Context: an optimization exercise on an open-source flow, tuned for a short achievable clock period and few clock cycles. The choices shown serve that exercise and are no tape-out recipe. The RTL was checked by simulation tests, not by an equivalence proof against the original design. Power figures rest on the tool's default switching activity, not on a simulated workload.

File: flow/config.mk
export PLATFORM = sky130hd
export DESIGN_NAME = sha256_msg_padder
export DESIGN_NICKNAME = sha256_msg_padder
export VERILOG_FILES = /design/flow/design.v
export SDC_FILE = /design/flow/constraint.sdc
export NUM_CORES = 4
export LEC_CHECK = 0
export CAP_MARGIN = 20
export CORE_AREA = 5 5 475 475
export DIE_AREA = 0 0 480 480
export SLEW_MARGIN = 20
File: flow/constraint.sdc
create_clock -name core_clock -period 4.0 [get_ports {clk}]
set_input_delay 0.8000 -clock core_clock [delete_from_list [all_inputs] [get_ports {clk}]]
set_output_delay 0.8000 -clock core_clock [all_outputs]
set_load 0.01 [all_outputs]
File: flow/design.v
package sha256_pkg;
   localparam logic [255:0] SHA256_IV = {
      32'h6a09e667, 32'hbb67ae85, 32'h3c6ef372, 32'ha54ff53a,
      32'h510e527f, 32'h9b05688c, 32'h1f83d9ab, 32'h5be0cd19
   };
   localparam logic [7:0] PAD_BYTE = 8'h80;
   localparam logic [1:0] FILL  = 2'd0;
   localparam logic [1:0] PAD   = 2'd1;
   localparam logic [1:0] ISSUE = 2'd2;
   localparam logic [1:0] WAIT  = 2'd3;
endpackage
import sha256_pkg::*;
module sha256_last_word
(
   input  logic [31:0] data,
   input  logic [2:0]  n,
   output logic [31:0] word,
   output logic        pad_pending
);
   logic [2:0] nb;
   always_comb begin
      nb   = (n > 3'd4) ? 3'd4 : n;   
      word = '0;
      for (int unsigned b = 0; b < 4; b++) begin
         if (b < 32'(nb)) begin
            word[31-8*b -: 8] = data[31-8*b -: 8];
         end else if (b == 32'(nb)) begin
            word[31-8*b -: 8] = PAD_BYTE;
         end
      end
      pad_pending = (nb == 3'd4);
   end
endmodule
import sha256_pkg::*;
module sha256_msg_padder
#(
   parameter int unsigned DATA_WIDTH = 32
)
(
   input  logic                  clk,
   input  logic                  rst_n,
   input  logic                  i_valid,
   input  logic [DATA_WIDTH-1:0] i_data,
   input  logic                  i_last,
   input  logic [2:0]            i_last_bytes,
   output logic                  o_ready,
   output logic [511:0]          o_block,
   output logic [255:0]          o_hash_in,
   output logic                  o_load,
   input  logic [255:0]          i_digest,
   input  logic                  i_digest_valid,
   output logic [255:0]          o_digest,
   output logic                  o_done
);
   logic [31:0]  bw [16];
   logic [3:0]   wcnt;
   logic         b_fill;     
   logic         b_fin;      
   logic         b_full;     
   logic         b_first;    
   logic         b_final;    
   logic         mid_msg;    
   logic         f_nb4;      
   logic         f_fits;     
   logic         ovf_pend;   
   logic         ovf_pad;    
   logic [58:0]  wlen;       
   logic [1:0]   lb;         
   logic [63:0]  len_bits;
   logic [255:0] hash_a;
   logic         busy;       
   logic         a_final;
   logic [31:0]  lw_word, in_word;
   logic         lw_pad, accept, nb4, copy, dv;
   sha256_last_word u_last_word (
      .data        (i_data),
      .n           (i_last_bytes),
      .word        (lw_word),
      .pad_pending (lw_pad)
   );
   assign nb4       = lw_pad;
   assign in_word   = i_last ? lw_word : i_data;
   assign accept    = b_fill && i_valid;
   assign dv        = busy && i_digest_valid;
   assign copy      = b_full && (!busy || i_digest_valid);
   assign len_bits  = {wlen, lb, 3'b000};
   assign o_ready   = b_fill;
   assign o_hash_in = hash_a;
   always_ff @(posedge clk) begin
      for (int unsigned i = 0; i < 16; i++) begin
         if (b_fill) begin
            if (wcnt == 4'(i)) bw[i] <= in_word;
         end else if (b_fin) begin
            if (4'(i) >= wcnt) begin
               if (4'(i) == wcnt && f_nb4)         bw[i] <= {PAD_BYTE, 24'h0};
               else if (f_fits && i == 14)         bw[i] <= len_bits[63:32];
               else if (f_fits && i == 15)         bw[i] <= len_bits[31:0];
               else                                bw[i] <= '0;
            end
         end else if (copy && ovf_pend) begin
            if (i == 0)       bw[i] <= ovf_pad ? {PAD_BYTE, 24'h0} : 32'h0;
            else if (i == 14) bw[i] <= len_bits[63:32];
            else if (i == 15) bw[i] <= len_bits[31:0];
            else              bw[i] <= '0;
         end
      end
   end
   always_ff @(posedge clk or negedge rst_n) begin
      if (!rst_n) begin
         wcnt     <= '0;
         b_fill   <= 1'b1;
         b_fin    <= 1'b0;
         b_full   <= 1'b0;
         b_first  <= 1'b0;
         b_final  <= 1'b0;
         mid_msg  <= 1'b0;
         f_nb4    <= 1'b0;
         f_fits   <= 1'b0;
         ovf_pend <= 1'b0;
         ovf_pad  <= 1'b0;
         wlen     <= '0;
         lb       <= '0;
      end else begin
         if (accept) begin
            wcnt <= wcnt + 4'd1;
            if (!i_last) begin
               wlen <= wlen + 59'd1;
               if (wcnt == 4'd15) begin
                  b_fill  <= 1'b0;
                  b_full  <= 1'b1;
                  b_first <= !mid_msg;
                  b_final <= 1'b0;
                  mid_msg <= 1'b1;
               end
            end else begin
               wlen    <= wlen + {58'd0, nb4};
               lb      <= nb4 ? 2'd0 : i_last_bytes[1:0];
               f_nb4   <= nb4;
               f_fits  <= nb4 ? (wcnt <= 4'd12) : (wcnt <= 4'd13);
               b_first <= !mid_msg;
               b_fill  <= 1'b0;
               if (wcnt == 4'd15) begin
                  b_full   <= 1'b1;
                  b_final  <= 1'b0;
                  mid_msg  <= 1'b1;
                  ovf_pend <= 1'b1;
                  ovf_pad  <= nb4;
               end else begin
                  b_fin <= 1'b1;
               end
            end
         end
         if (b_fin) begin
            b_fin   <= 1'b0;
            b_full  <= 1'b1;
            b_final <= f_fits;
            if (f_fits) begin
               wlen    <= '0;
               mid_msg <= 1'b0;
            end else begin
               mid_msg  <= 1'b1;
               ovf_pend <= 1'b1;
               ovf_pad  <= 1'b0;
            end
         end
         if (copy) begin
            if (ovf_pend) begin
               b_first  <= 1'b0;
               b_final  <= 1'b1;
               ovf_pend <= 1'b0;
               wlen     <= '0;
               mid_msg  <= 1'b0;
            end else begin
               b_full <= 1'b0;
               b_fill <= 1'b1;
               wcnt   <= '0;
            end
         end
      end
   end
   always_ff @(posedge clk) begin
      if (copy) begin
         for (int unsigned i = 0; i < 16; i++) o_block[511-32*i -: 32] <= bw[i];
      end
      if (copy && b_first)  hash_a <= SHA256_IV;
      else if (dv)          hash_a <= i_digest;
      if (dv && a_final)    o_digest <= i_digest;
   end
   always_ff @(posedge clk or negedge rst_n) begin
      if (!rst_n) begin
         busy    <= 1'b0;
         a_final <= 1'b0;
         o_load  <= 1'b0;
         o_done  <= 1'b0;
      end else begin
         o_load <= copy;
         o_done <= dv && a_final;
         if (copy) begin
            busy    <= 1'b1;
            a_final <= b_final;
         end else if (dv) begin
            busy <= 1'b0;
         end
      end
   end
endmodule
File: flow/run.sh
#!/bin/bash
# synth_recipe.tcl (not shown) runs the flow's synth.tcl, then flattens the netlist and writes it again
# the make line also repeats each setting of config.mk as NAME=value (left out here)
make -C /OpenROAD-flow-scripts/flow DESIGN_CONFIG=/design/flow/config.mk WORK_HOME=/design/flow/orfs CLKGATE_MAP_FILE= SYNTH_SCRIPT=/design/flow/synth_recipe.tcl finish
==> out/metrics.yaml, run 1 <==
placement:
  placed_cell_area_sq_um: 70300
  routabilityCongestion: 0.905
  place_inst: 7292
  place.detailed.hpwl_microns: 161000
  place_ws_ns: 0.111
  io_buffers: 1322
power_and_ir_drop:
  combinationalPowerShare: 0.294
  pwr-share-seq: 0.446
  swShare: 0.321
  power.switching_mw: 19.6
  power_density_nw_per_um2: 804
  intPower_mw: 41.5
  peakVddDrop_uv: 448
  clockPowerShare: 0.260
  totalPowerFinal_mw: 61.1
  leakage_nw: 27.0
synth:
  synth-adder-area-share: 0.00144
  syn-num-nets: 3332
  synth_top_area_share: 0.735
  synth_warnings: 3
  synth_edf_count: 1280
  synth_compound_area_frac: 0.0311
  yosys-top-cells-area: "edfxtp_1 (74%), dfxtp_1 (9.8%), nand2_1 (4.2%), dfrtp_1 (3.7%), a21oi_1 (1.6%)"
  ys_types: 50
  yosysMostFrequentCell: "edfxtp_1"
  netlist_area_sq_um: 52300
  synthXorXnorAreaFrac: 0.00670
  synth_common_cells: "edfxtp_1 (1280), nand2_1 (581), dfxtp_1 (256)"
  synth_mux_area_frac: 0.000407
  ys_seq_area_frac: 0.871
  synth_top_family_by_area: "simple AND/OR/NAND/NOR gates"
  async_flop_share: 0.0489
  ys_seq_elements: 1615
  synth_largest_area_cell: "edfxtp_1"
  postSynthCellCount: 3030
  syn_area_per_cell_sq_um: 17.3
  synthSimpleGateAreaFrac: 0.0790
  dominantRegCellSynth: "edfxtp_1"
sta:
  hold_slack_ns: 0.412
  skew_ns: 0.0505
  tns_ns: 0
  fin_crit_sh: 0.791
  fmax_mhz: 316
  tightest_slew_ns: 0.977
  max_slew_margin: 0.348
  final.min_clock_period_ns: 3.16
  rsz0062_at_grt: "no"
  finalMaxSlewViolations: 0
  setup_viol_count_final: 0
  fin_ws_ns: 0.837
  finalHoldViolCount: 0
global_routing:
  grt_pass1_vias: 32200
  grt_max_degree: 96
  grt_pass1_wl_microns: 279000
  grt_use_total: 0.176
  grt_overflow_total: 0
  antenna_found_initial: 69
final_layout:
  nFillCells: 21100
  finish.utilization: 0.346
  layout.nets: 4808
  area_growth_pct: 45.3
  fin_area_sq_um: 76000
  post_route_cells_drive_above_1_share: 0.0856
  final_cells: 7618
worst_setup_path:
  cp-end-kind: "output port"
  worstPathCellList: "buf_4, clkdlybuf4s50_1"
  r2r_start: "b_fill"
  required_ns: 3.20
  cp_slowest_cell: "clkdlybuf4s50_1"
  crit_family: "buffers and inverters"
  setup.worst_path.class: "reg -> out"
  cp_max_fo: 22
  r2r_cells: 6
  cp-start-kind: "flop"
  reg2reg_to: "wlen[56]"
  reg2reg_slack_ns: 1.24
  path_buf_inv: 2
  arrival_ns: 2.36
  critical_path.max_stage_delay_ns: 0.67
floorplan:
  core_area_sq_um: 220000
  die_y_microns: 480
  rows: 172
  start_util: 0.238
  die_area_sq_um: 230000
  ios: 1323
  die_x_microns: 480
run_status:
  status: "complete, no violations"
drt:
  firstDrtPassIters: 5
  drtIter0Drc: 3023
  avgRoutedWirePerCell_microns: 27.7
  ant_nets: 0
  drc: 0
  vias: 32600
  avgViaCountPerCell: 4.28
  wirelength_microns: 211000
cts:
  cts.path.max_buffers: 3
  cts_tree: "done"
  htreeDepth: 4
  cts_sinks: 1615
  cts_buffers: 168
  insertion_delay_ns: 0.80
  path_clk_slew_ns: 0.06
  cts_setup_buffers: 0
  root_buffer: "clkbuf_16"
min_path:
  min-delay-start: "bw[0][1]"
  hold_class: "reg -> reg"
  holdPathStages: 0
  hold_end: "o_block[481]"
flow_run:
  maxCapViolations: 0
==> layout make-up <==
class | count | area (sq um) | share of cell area
repair buffers | 1427 | 14500 | 0.191
clock buffers | 215 | 4520 | 0.0595
clock inverters | 100 | 1110 | 0.0147
inverters | 20 | 75.1 | 0.000988
well taps | 2958 | 3700 | 0.0487
diodes | 9 | 22.5 | 0.000296
multi-input cells | 1274 | 6480 | 0.0853
flip-flops and latches | 1615 | 45500 | 0.599
==> sequential cells by signal, summed over array words and instances (netlist names), 2 cells and up <==
signal	cells
lb	2
wlen	59
o_block	512
wcnt	4
hash_a	256
bw	512
o_digest	256
==> what timing repair did <==
action	CTS	global route
resized for setup	0	0
hold buffers	1	0
hold endpoints to repair	27	0
==> worst max path at each step <==
stage          slack (ns)         to       startpoint  depth (start not counted)
4_1_cts              0.72    o_ready           b_fill                          2
3_3_place_gp         0.20   wlen[56]  i_last_bytes[2]                          9
6_report             0.84    o_ready           b_fill                          2
2_1_floorplan       -0.32  bw[14][0]   i_digest_valid                          5
5_1_grt              0.73    o_ready           b_fill                          2
3_5_place_dp         0.11   wlen[56]  i_last_bytes[2]                          9
==> metal layers <==
metal / track usage / up-vias / share of wire
li1: - / 14100 / -
met1: 0.190 / 16500 / 0.35
met2: 0.314 / 1602 / 0.51
met3: 0.0604 / 380 / 0.090
met4: 0.0726 / 78 / 0.046
met5: 0 / - / 0.0025
==> worst register-to-register path, cell delays in order (launching register included) <==
cell and delay (ns):
dfstp_2 0.54, buf_4 0.29, nand4_1 0.39, nor4_4 0.33, nand4_1 0.41, or4_1 0.54, a21oi_1 0.17
==> placed cells by master (no fill, tap or decap), drive strengths merged, types with 9 or more instances in the layout <==
cell           count
nor2              76
dfrtp             78
a21oi            165
and2              28
nand4             35
diode              9
o21ai             31
nand3            155
or3               14
clkinvlp          10
nor3              13
dfxtp            256
nand2            581
buf              105
a21o              57
clkdlybuf4s50   1321
inv               33
edfxtp          1280
clkinv            63
clkbuf           215
o31ai              9
xnor2             12
bufinv            14
xor2              28
and3              21
==> logic make-up (layout without fill, tap and decap cells) <==
family,Yosys count,count (layout)
buf+inv,141,1762
compound gates,282,282
fa+ha+maj,6,6
simple gates,944,944
mux,2,2
flops,1615,1615
xor+xnor,40,40
other cells,0,9
==> power groups by stage <==
stage	Clock, mW	Sequential, mW	Combinational, mW
finish	15.9	27.3	18.0
global route	16.9	27.8	18.9
CTS	16.3	27.4	18.5
detailed placement	0	27.6	18.4
global placement	0	27.5	18.3
floorplan	0	28.7	4.17
Testbench counts, summed over its fixed seeds: cycles 5,957.
==> run 2, diff against run 1 <==
--- a/flow/config.mk
+++ b/flow/config.mk
@@ -8,4 +8,5 @@
 export CAP_MARGIN = 20
 export CORE_AREA = 5 5 475 475
 export DIE_AREA = 0 0 480 480
+export SETUP_SLACK_MARGIN = 2.5
 export SLEW_MARGIN = 20
==> out/metrics.yaml, run 2 <==
run_status:
  status: "complete, no violations"
synth:
  dominantRegCellSynth: "edfxtp_1"
  ys_seq_area_frac: 0.871
  synth_mux_area_frac: 0.000407
  synth_largest_area_cell: "edfxtp_1"
  synth_edf_count: 1280
  ys_seq_elements: 1615
  ys_types: 50
  synth_common_cells: "edfxtp_1 (1280), nand2_1 (581), dfxtp_1 (256)"
  yosys-top-cells-area: "edfxtp_1 (74%), dfxtp_1 (9.8%), nand2_1 (4.2%), dfrtp_1 (3.7%), a21oi_1 (1.6%)"
  synthSimpleGateAreaFrac: 0.0790
  yosysMostFrequentCell: "edfxtp_1"
  syn-num-nets: 3332
  async_flop_share: 0.0489
  synth_top_area_share: 0.735
  postSynthCellCount: 3030
  synth-adder-area-share: 0.00144
  syn_area_per_cell_sq_um: 17.3
  netlist_area_sq_um: 52300
  synth_warnings: 3
  synth_top_family_by_area: "simple AND/OR/NAND/NOR gates"
  synth_compound_area_frac: 0.0311
  synthXorXnorAreaFrac: 0.00670
cts:
  htreeDepth: 4
  cts.path.max_buffers: 3
  cts_buffers: 166
  path_clk_slew_ns: 0.06
  insertion_delay_ns: 0.82
  root_buffer: "clkbuf_16"
  cts_tree: "done"
  cts_sinks: 1615
worst_setup_path:
  r2r_cells: 12
  cp-start-kind: "flop"
  reg2reg_to: "bw[13][28]"
  setup.worst_path.class: "reg -> reg"
  r2r_start: "b_fill"
  cp-end-kind: "flop"
  cp_max_fo: 6
  required_ns: 4.52
  arrival_ns: 3.22
  reg2reg_slack_ns: 1.30
sta:
  max_slew_margin: 0.409
  fin_ws_ns: 1.30
  fin_crit_sh: 0.676
  tns_ns: 0
  final.min_clock_period_ns: 2.70
  skew_ns: 0.0416
  hold_slack_ns: 0.397
  rsz0062_at_grt: "yes"
  fmax_mhz: 370
  setup_viol_count_final: 0
  tightest_slew_ns: 0.887
  finalMaxSlewViolations: 0
  finalHoldViolCount: 0
final_layout:
  layout.nets: 5656
  final_cells: 8469
  final_common_cell: "edfxtp_1"
  post_route_cells_drive_above_1_share: 0.603
  largestRegisters: "bw: 512 flops, o_block: 512 flops"
  area_growth_pct: 78.7
  final_cell_mix: "edfxtp_1 (1280), buf_2 (629), buf_6 (578), nand2_4 (298), clkdlybuf4s50_1 (291)"
global_routing:
  grt_pass1_vias: 38200
  grt_overflow_total: 0
  antenna_found_initial: 80
  grt_pass1_wl_microns: 343000
  grt_max_degree: 65
  grt_use_total: 0.219
floorplan:
  die_x_microns: 480
  die_area_sq_um: 230000
  die_y_microns: 480
  start_util: 0.238
  rows: 172
  core_area_sq_um: 220000
  ios: 1323
power_and_ir_drop:
  leakage_nw: 37.2
  power_density_nw_per_um2: 840
  peakVddDrop_uv: 481
drt:
  avgRoutedWirePerCell_microns: 32.4
  ant_nets: 0
  drtIter0Drc: 3546
  wirelength_microns: 274000
  vias: 39000
  firstDrtPassIters: 8
  drc: 0
  avgViaCountPerCell: 4.60
min_path:
  hold_class: "reg -> reg"
  min-delay-start: "bw[15][13]"
  holdPathStages: 0
  hold_end: "o_block[13]"
placement:
  place_ws_ns: 0.172
  place_inst: 7290
  routabilityCongestion: 0.902
  place.detailed.hpwl_microns: 157000
  io_buffers: 1322
flow_run:
  maxCapViolations: 0
[run 2: cell counts after synthesis]
No cell type changed its count.
[run 2: worst max-delay path, stage by stage (launching register included)]
cell        delay (ns)
dfstp_4           0.63
buf_4             0.11
buf_6             0.08
buf_6             0.10
clkinvlp_4        0.14
nand2_4           0.15
nor2_4            0.06
buf_6             0.14
buf_4             0.15
a211oi_4          0.34
buf_12            0.19
buf_12            0.12
clkbuf_16         0.18
[run 2: kinds of logic (layout without fill, tap and decap cells)]
kind of cell | Yosys count | after routing
other cells | 0 | 26
flops | 1615 | 1615
mux | 2 | 2
simple gates | 944 | 958
buf+inv | 141 | 2581
xor+xnor | 40 | 40
fa+ha+maj | 6 | 6
compound gates | 282 | 283
[run 2: worst max path at each step]
stage	start	to	depth (start not counted)
after CTS	b_fill	o_ready	2
after floorplan	i_digest_valid	hash_a[182]	7
final	b_fill	bw[13][28]	12
after global placement	i_last_bytes[2]	bw[0][23]	6
after detailed placement	i_last_bytes[2]	wlen[56]	10
after global routing	b_fill	bw[13][28]	12
[run 2: stage by stage]
stage	power (mW)	util	instance area (sq um)
2_1_floorplan	33.0	-	52400
3_3_place_gp	45.5	0.320	70200
3_5_place_dp	45.8	0.320	70200
4_1_cts	74.1	0.400	87900
5_1_grt	80.8	0.425	93400
6_report	78.5	0.425	93500
[run 2: layout make-up]
type / instances / area, sq um
Fill cell: 19100 / 126000
Sequential cell: 1615 / 45900
Timing Repair Buffer: 2262 / 27000
Multi-Input combinational cell: 1289 / 11400
Clock buffer: 216 / 4390
Tap cell: 2958 / 3700
Clock inverter: 83 / 950
Inverter: 20 / 87.6
Antenna cell: 26 / 65.1
[run 2: power by group]
| part | switching (mW) | internal, mW | leakage, nW |
|---|---|---|---|
| Clock | 7.02 | 8.46 | 2.56 |
| Combinational | 17.0 | 17.6 | 19.4 |
| Sequential | 2.95 | 25.5 | 15.3 |
[run 2: per-layer routing]
metal / GRT usage / wire length (microns) / vias to the layer above
met5: 0 / 440 / -
met4: 0.133 / 22200 / 70
met3: 0.0645 / 24000 / 770
met2: 0.389 / 138000 / 2413
met1: 0.228 / 89200 / 19800
li1: - / - / 16000
[run 2: timing repair]
item | 4_1_cts | 5_1_grt
pin swaps | 379 | 281
hold buffers | 0 | 1
setup endpoints to repair | 3153 | 3153
cloned | 215 | 41
resized for setup | 6451 | 704
hold endpoints to repair | 0 | 3
buffers inserted | 404 | 193
==> run 3, diff against run 2 <==
--- a/flow/config.mk
+++ b/flow/config.mk
@@ -6,7 +6,7 @@
 export NUM_CORES = 4
 export LEC_CHECK = 0
 export CAP_MARGIN = 20
-export CORE_AREA = 5 5 475 475
-export DIE_AREA = 0 0 480 480
+export CORE_AREA = 5 5 335 335
+export DIE_AREA = 0 0 340 340
 export SETUP_SLACK_MARGIN = 2.5
 export SLEW_MARGIN = 20
==> out/metrics.yaml, run 3 <==
synth:
  syn_area_per_cell_sq_um: 17.3
  async_flop_share: 0.0489
  yosys-top-cells-area: "edfxtp_1 (74%), dfxtp_1 (9.8%), nand2_1 (4.2%), dfrtp_1 (3.7%), a21oi_1 (1.6%)"
  dominantRegCellSynth: "edfxtp_1"
  yosysMostFrequentCell: "edfxtp_1"
  postSynthCellCount: 3030
  syn-num-nets: 3332
  synth_warnings: 3
  synth_largest_area_cell: "edfxtp_1"
  synth_edf_count: 1280
  synth_common_cells: "edfxtp_1 (1280), nand2_1 (581), dfxtp_1 (256)"
  ys_seq_elements: 1615
  netlist_area_sq_um: 52300
  ys_types: 50
  synth_top_area_share: 0.735
  ys_seq_area_frac: 0.871
floorplan:
  die_y_microns: 340
  rows: 121
  start_util: 0.482
  die_x_microns: 340
run_status:
  status: "aborted with a tool error"
  haltStage: "3_2_place_iop"
  error: "[ERROR PPL-0024] Number of IO pins (1323) exceeds maximum number of available positions (1228). Increase the die perimeter from 1360.00um to 1799.28um."
run 3: cell counts after synthesis:
No cell type changed its count.
run 3: logic make-up after synthesis:
group	share of synthesized area
adders and majority gates	0.00144
xor gates and xnor gates	0.00670
muxes	0.000407
buffers and inverters	0.0104
and+or+nand+nor	0.0790
AOI/OAI and AO/OA	0.0311
DFF	0.871

[separate check: timing with driven ports]
No port has a modelled driver above. Below, the same layouts with a new extraction and two added sets of constraints. Step 1: set_driving_cell puts a clkbuf_16 on clk and a buf_2 on each other input, an assumption about the parent block. Step 2 moves the port delays by t, midway between the first and last clock arrival at a register: inputs arrive t later, outputs are due t later. That takes back most of the time a late clock gives input paths. a / b / c = ideal ports / drivers / drivers and shift; a / b = the first two.
run | t (ns) | setup slack, ns | worst setup path after step 2 | worst data-port slew with drivers (ns)
run 1 | 0.863 | 0.837 / 0.754 / 0.040 | input to register | 0.23
run 2 | 0.887 | 1.297 / 1.297 / 0.589 | input to register | 0.25
After both steps every run listed still meets setup and hold. For run 1, which loses most, drivers alone change the setup slack by -0.083 ns; drivers and shift together by -0.797 ns.
